Background: an optimization exercise with open tools, aiming at small area, a short achievable clock period and few clock cycles per item. Do not read the settings as production practice. In this exercise RTL edits were held to simulation tests only and were not proved equivalent to the original.

==> design/flow/constraint.sdc <==
create_clock -name core_clock -period 11.0 [get_ports {clk}]
set_input_delay 2.2000 -clock core_clock [delete_from_list [all_inputs] [get_ports {clk}]]
set_output_delay 2.2000 -clock core_clock [all_outputs]
set_load 0.01 [all_outputs]
==> design/flow/design.v <==
module idct_1d_serial #(
    parameter int OFFSET = 0
) (
    input  logic        clk,
    input  logic        rst,
    input  logic [95:0] coef_in,
    input  logic        in_valid,
    output logic        in_ready,
    output logic [63:0] pix_out,
    output logic        out_valid,
    input  logic        out_ready
);
    typedef enum logic [1:0] {StIdle, StCalc, StDone} state_e;
    state_e             state_q, state_d;
    logic        [2:0]  k_q, k_d;
    logic        [95:0] coef_q, coef_d;
    logic        [63:0] pix_q, pix_d;
    logic        [7:0][23:0] acc_q;
    logic        [7:0][23:0] acc_d;
    logic signed [11:0] x_k;
    logic signed [7:0]  w;
    logic signed [19:0] prod;
    logic        [7:0][23:0] sum;
    logic               accept;
    function automatic logic signed [7:0] cmag(input int r);
        case (r)
            1:       cmag = 8'sh3F;
            2:       cmag = 8'sh3B;
            3:       cmag = 8'sh35;
            4:       cmag = 8'sh2D;
            5:       cmag = 8'sh24;
            6:       cmag = 8'sh18;
            7:       cmag = 8'sh0C;
            default: cmag = 8'sh00;
        endcase
    endfunction
    function automatic logic signed [7:0] weight(input int n, input logic [2:0] k);
        int q;
        int r;
        q = ((2 * n + 1) * int'(k)) % 32;
        r = (q <= 16) ? q : 32 - q;
        if (k == 3'd0) weight = 8'sh2D;
        else if (r < 8) weight = cmag(r);
        else weight = -cmag(16 - r);
    endfunction
    function automatic logic [7:0] to_pixel(input logic signed [23:0] a);
        logic signed [24:0] rnd;
        int                 y;
        rnd = 25'(a) + 25'sd64;
        y   = int'(rnd >>> 7) + OFFSET;
        if (y < 0) to_pixel = 8'd0;
        else if (y > 255) to_pixel = 8'd255;
        else to_pixel = 8'(y);
    endfunction
    always_ff @(posedge clk or posedge rst) begin
        if (rst) begin
            state_q <= StIdle;
        end else begin
            state_q <= state_d;
        end
    end
    always_comb begin
        state_d = state_q;
        unique case (state_q)
            StIdle: if (in_valid) state_d = StCalc;
            StCalc: if (k_q == 3'd7) state_d = StDone;
            StDone: if (out_ready) state_d = StIdle;
            default: state_d = StIdle;
        endcase
    end
    always_comb begin
        in_ready  = (state_q == StIdle);
        out_valid = (state_q == StDone);
        pix_out   = pix_q;
    end
    assign accept = (state_q == StIdle) && in_valid;
    always_comb begin
        x_k = '0;
        for (int j = 0; j < 8; j++) begin
            if (k_q == 3'(j)) x_k = coef_q[95 - 12 * j -: 12];
        end
        for (int i = 0; i < 8; i++) begin
            w      = weight(i, k_q);
            prod   = 20'(x_k) * 20'(w);
            sum[i] = $signed(acc_q[i]) + 24'(prod);
        end
        k_d    = k_q;
        coef_d = coef_q;
        pix_d  = pix_q;
        acc_d  = acc_q;
        if (accept) begin
            coef_d = coef_in;
            k_d    = 3'd0;
            acc_d  = '0;
        end else if (state_q == StCalc) begin
            acc_d = sum;
            k_d   = k_q + 3'd1;
            if (k_q == 3'd7) begin
                for (int i = 0; i < 8; i++) pix_d[63 - 8 * i -: 8] = to_pixel($signed(sum[i]));
            end
        end
    end
    always_ff @(posedge clk or posedge rst) begin
        if (rst) begin
            k_q    <= '0;
            coef_q <= '0;
            pix_q  <= '0;
            acc_q  <= '0;
        end else begin
            k_q    <= k_d;
            coef_q <= coef_d;
            pix_q  <= pix_d;
            acc_q  <= acc_d;
        end
    end
endmodule
==> design/flow/run.sh <==
#!/bin/bash
# synth_recipe.tcl (not shown) runs the flow's synth.tcl, then flattens the netlist and writes it again
# the make line also repeats each setting of config.mk as NAME=value (left out here)
make -C /OpenROAD-flow-scripts/flow DESIGN_CONFIG=/design/flow/config.mk WORK_HOME=/design/flow/orfs CLKGATE_MAP_FILE= SYNTH_SCRIPT=/design/flow/synth_recipe.tcl finish
==> design/flow/config.mk <==
export PLATFORM = sky130hd
export DESIGN_NAME = idct_1d_serial
export DESIGN_NICKNAME = idct_1d_serial
export VERILOG_FILES = /design/flow/design.v
export SDC_FILE = /design/flow/constraint.sdc
export NUM_CORES = 4
export LEC_CHECK = 0
export CAP_MARGIN = 20
export CORE_MARGIN = 2
export CORE_UTILIZATION = 40
export SLEW_MARGIN = 20
==> summary.txt <==
outcome timing/DRC/antenna clean; Syn-to-layout area delta 11.2%; Max Used Layer met5; Metal-1 WL 77.4 mm; sequential area share after synthesis 15.7%; Synth cell types 104; number of synthesized register bits 357; yosys warns 1; worst slack, placed 0.147 ns; htree depth 2; vias in the first global route 47200; Synth Flop Type dfrtp_1; final net count 7962; CTS Root Cell clkbuf_16; CTS buffer count 51; CP peak stage delay 0.64 ns; worst path arrival time 11.04 ns; mapped cell area 56800 um^2; Mapped Cells 6384; placed cell areas 61200 um^2; CP startpoint k_q[0]; first-pass GRT wire length 273 mm; core area 141000 um^2; Post-synth EDFFs 0; DR pass1 iterations 8; critical path required time 11.55 ns; Final Util 44.8%; Routability Congestion 0.937; Top Family by Delay on Critical Path adder cells; R2R depth 36; main combinational cell family by area after synthesis adder cells; GR Util All Layers 23.9%; Die Area 145000 um^2; cell at the slowest stage of the critical path o211ai_1; CTS Sinks 357; final hold violations 0; max cap viols 0; routed wire length 170 mm; CP Depth 36; initial antenna violation count 6; total global routing overflow 0; CP Launch Type flop; Max Slew Vio Count 0; hold_buf cts 0; IO buf count 165; DR iter-0 viols 3715; Synth Area in Adders 42.8%; HP Class reg2reg; measured slew at the worst slew-check pin 1.08 ns; CP Capture Point pix_q[2]; Worst Path Class, Setup reg2reg; FF-to-FF End pix_q[2]; multiplexer share of the synthesized area 0.973%; Post-DP HPWL 131 mm; post-synthesis compound-gate area fraction 12.5%; Vias per Instance 5.43; reg-to-reg slack, setup 0.51 ns; WL met2 76.3 mm; number of remaining DRC errors 0; post-route ant nets 0; die outline height 381 um; largest net degree at the start of global routing 143; Max FO, Critical Path 12; xor/xnor share of the synthesized area 3.97%; asr flop ratio synth 100%; r2r startpoint k_q[0]; Die Wd 381 um; setup tns final 0 ns; Max-Slew Margin vs Limit 26.3%; fill count 13800; vias 45600; Starting Density 40.2%; met3 wire length 11.3 mm; CP bufs+invs 7; CP Capture Type flop; clock-pin transition on the worst setup and hold timing paths 0.06 ns; hold_ws 0.473 ns; worst-skew pair later-pin latency 0.69 ns; Worst Hold Launch coef_q[90]; CTS tree built; Avg Inst Size Synth 8.90 um^2; final setup margin 0.514 ns; WL per Instance 20.2 um; Cell Rows 138; Clock Tree Buf Depth 3; Final Cycle Share 95.3%; Top-Level Pins 166; Simple-Gate Fraction of Synth Area 15.7%; share of cells above drive strength 1 6.16%; min Tclk post-route 10.49 ns; clk_skew 0.0502 ns; final setup fails 0; fmax 95.4 MHz; fin area 63200 um^2
==> per-stage QoR <==
step / cells
after CTS: 8393
after detailed placement: 8300
after global routing: 8395
final: 8397
after floorplan: 6389
after global placement: 8299
==> cell type report <==
class	instances	area [um^2]	share of cell area [%]
Inverter	982	3690	5.84
Sequential cell	357	8930	14.1
Clock buffer	69	1450	2.30
Timing Repair Buffer	309	2840	4.49
Clock inverter	24	288	0.455
Antenna cell	2	5.00	0.00792
Multi-Input combinational cell	4764	43600	69.0
Tap cell	1890	2360	3.74
==> layout by cell type, fill, tap and decap left out, drive strengths merged, types with 144 or more instances in the layout <==
master	instances
a21oi	194
buf	144
clkdlybuf4s50	165
dfrtp	357
fa	909
ha	488
inv	980
nand2	785
nor2	647
o21ai	244
xnor2	172
==> worst reg2reg max path, delay by kind of cell, from the launching register on <==
kind,cells,cell delay (ns)
and+or+nand+nor,8,1.87
xor gates and xnor gates,1,0.21
DFF,1,0.38
AOI/OAI and AO/OA,9,2.94
muxes,1,0.19
adders and majority gates,10,4.10
buffers and inverters,7,0.68
==> synthesized netlist by cell type, types with 9 or more instances <==
library cell | n | area share (%)
nand2b_1 | 67 | 0.74
a311oi_1 | 16 | 0.25
dfrtp_1 | 357 | 16
and3_1 | 32 | 0.35
a21oi_1 | 193 | 1.7
nand4_1 | 38 | 0.42
or3_1 | 38 | 0.42
a22o_1 | 34 | 0.52
nor3_1 | 91 | 0.80
o21ai_0 | 238 | 2.1
o31ai_1 | 94 | 1.2
a22oi_1 | 29 | 0.38
a21bo_2 | 12 | 0.21
nor4_1 | 18 | 0.20
fa_1 | 909 | 32
xor2_1 | 84 | 1.3
xnor2_1 | 170 | 2.6
o21a_1 | 43 | 0.57
o21bai_1 | 11 | 0.15
o211ai_1 | 45 | 0.59
nor2_1 | 647 | 4.3
mux2_2 | 17 | 0.34
o2111ai_1 | 10 | 0.15
a21boi_0 | 12 | 0.16
or2_2 | 33 | 0.36
a221oi_1 | 13 | 0.20
a211o_1 | 18 | 0.28
clkbuf_1 | 252 | 1.7
and2_1 | 32 | 0.35
a21o_1 | 64 | 0.85
mux2i_1 | 35 | 0.62
nand3b_1 | 18 | 0.24
a211oi_1 | 44 | 0.58
a31oi_1 | 39 | 0.43
buf_1 | 26 | 0.17
ha_1 | 488 | 11
nor3b_1 | 9 | 0.12
nand3_1 | 130 | 1.1
nor2b_1 | 35 | 0.39
a221o_1 | 9 | 0.16
inv_1 | 981 | 6.5
nand2_1 | 785 | 5.2
==> routing by layer <==
metal  global-route usage [%]  up-vias
met5                        0        -
met4                     6.49        6
met3                     3.89      248
met2                     37.3     1371
met1                     34.2    23100
li1                         -    20900
==> timing repair <==
| action | in CTS | in global routing |
|---|---|---|
| hold endpoints to repair | 0 | 0 |
| setup endpoints to repair | 0 | 56 |
| setup buffers | 0 | 2 |
| resized for setup | 0 | 61 |
==> flip-flops by register name (all words and copies together), names as in the netlist <==
register	flops
state_q	2
coef_q	96
pix_q	64
acc_q	192
k_q	3
==> worst min path at each step <==
stage | endpoint | depth (start not counted) | slack [ns]
after floorplan | coef_q[48] | 2 | 0.45
after global placement | coef_q[46] | 2 | 0.46
after detailed placement | coef_q[66] | 2 | 0.46
after CTS | coef_q[62] | 2 | 0.48
after global routing | coef_q[57] | 2 | 0.49
final | coef_q[90] | 2 | 0.47
==> cell families after synthesis <==
group,Yosys count
AO/OA/AOI/OAI,1034
XOR/XNOR,256
adder cells (fa/ha/maj),1397
buffers and inverters,1268
flip-flops,357
multiplexers,53
other,1
AND/OR/NAND/NOR,2018
Testbench counts, summed over its fixed seeds: cycles 16,000, items 1,600.

==> re-timing with driven ports <==
In the flow no input, the clock included, has a driving cell. The finished layout below was timed again as built, in two steps.
Step 1, drivers: a clkbuf_16 drives clk and a buf_2 each remaining input, both assumed.
Step 2 adds t to the input delays and takes it off the output delays; t is the mean of the earliest and latest rising clock arrival at the registers after step 1. Input paths then give back, and output paths get back, about the clock's delay inside the block.
Three values: no drivers, after step 1, after step 2; two values: the first two.
shift t [ns]: 0.746
setup WS [ns]: 0.514 / 0.514 / 0.514
worst hold slack (ns): 0.473 / 0.473 / 0.473
latest minus earliest clock arrival (ns): 0.054 / 0.054
pins driven straight from the clock port: 1
After both steps setup and hold are still met in this run. The setup slack of this run moves by 0.000 ns with the drivers and by 0.000 ns with both steps.
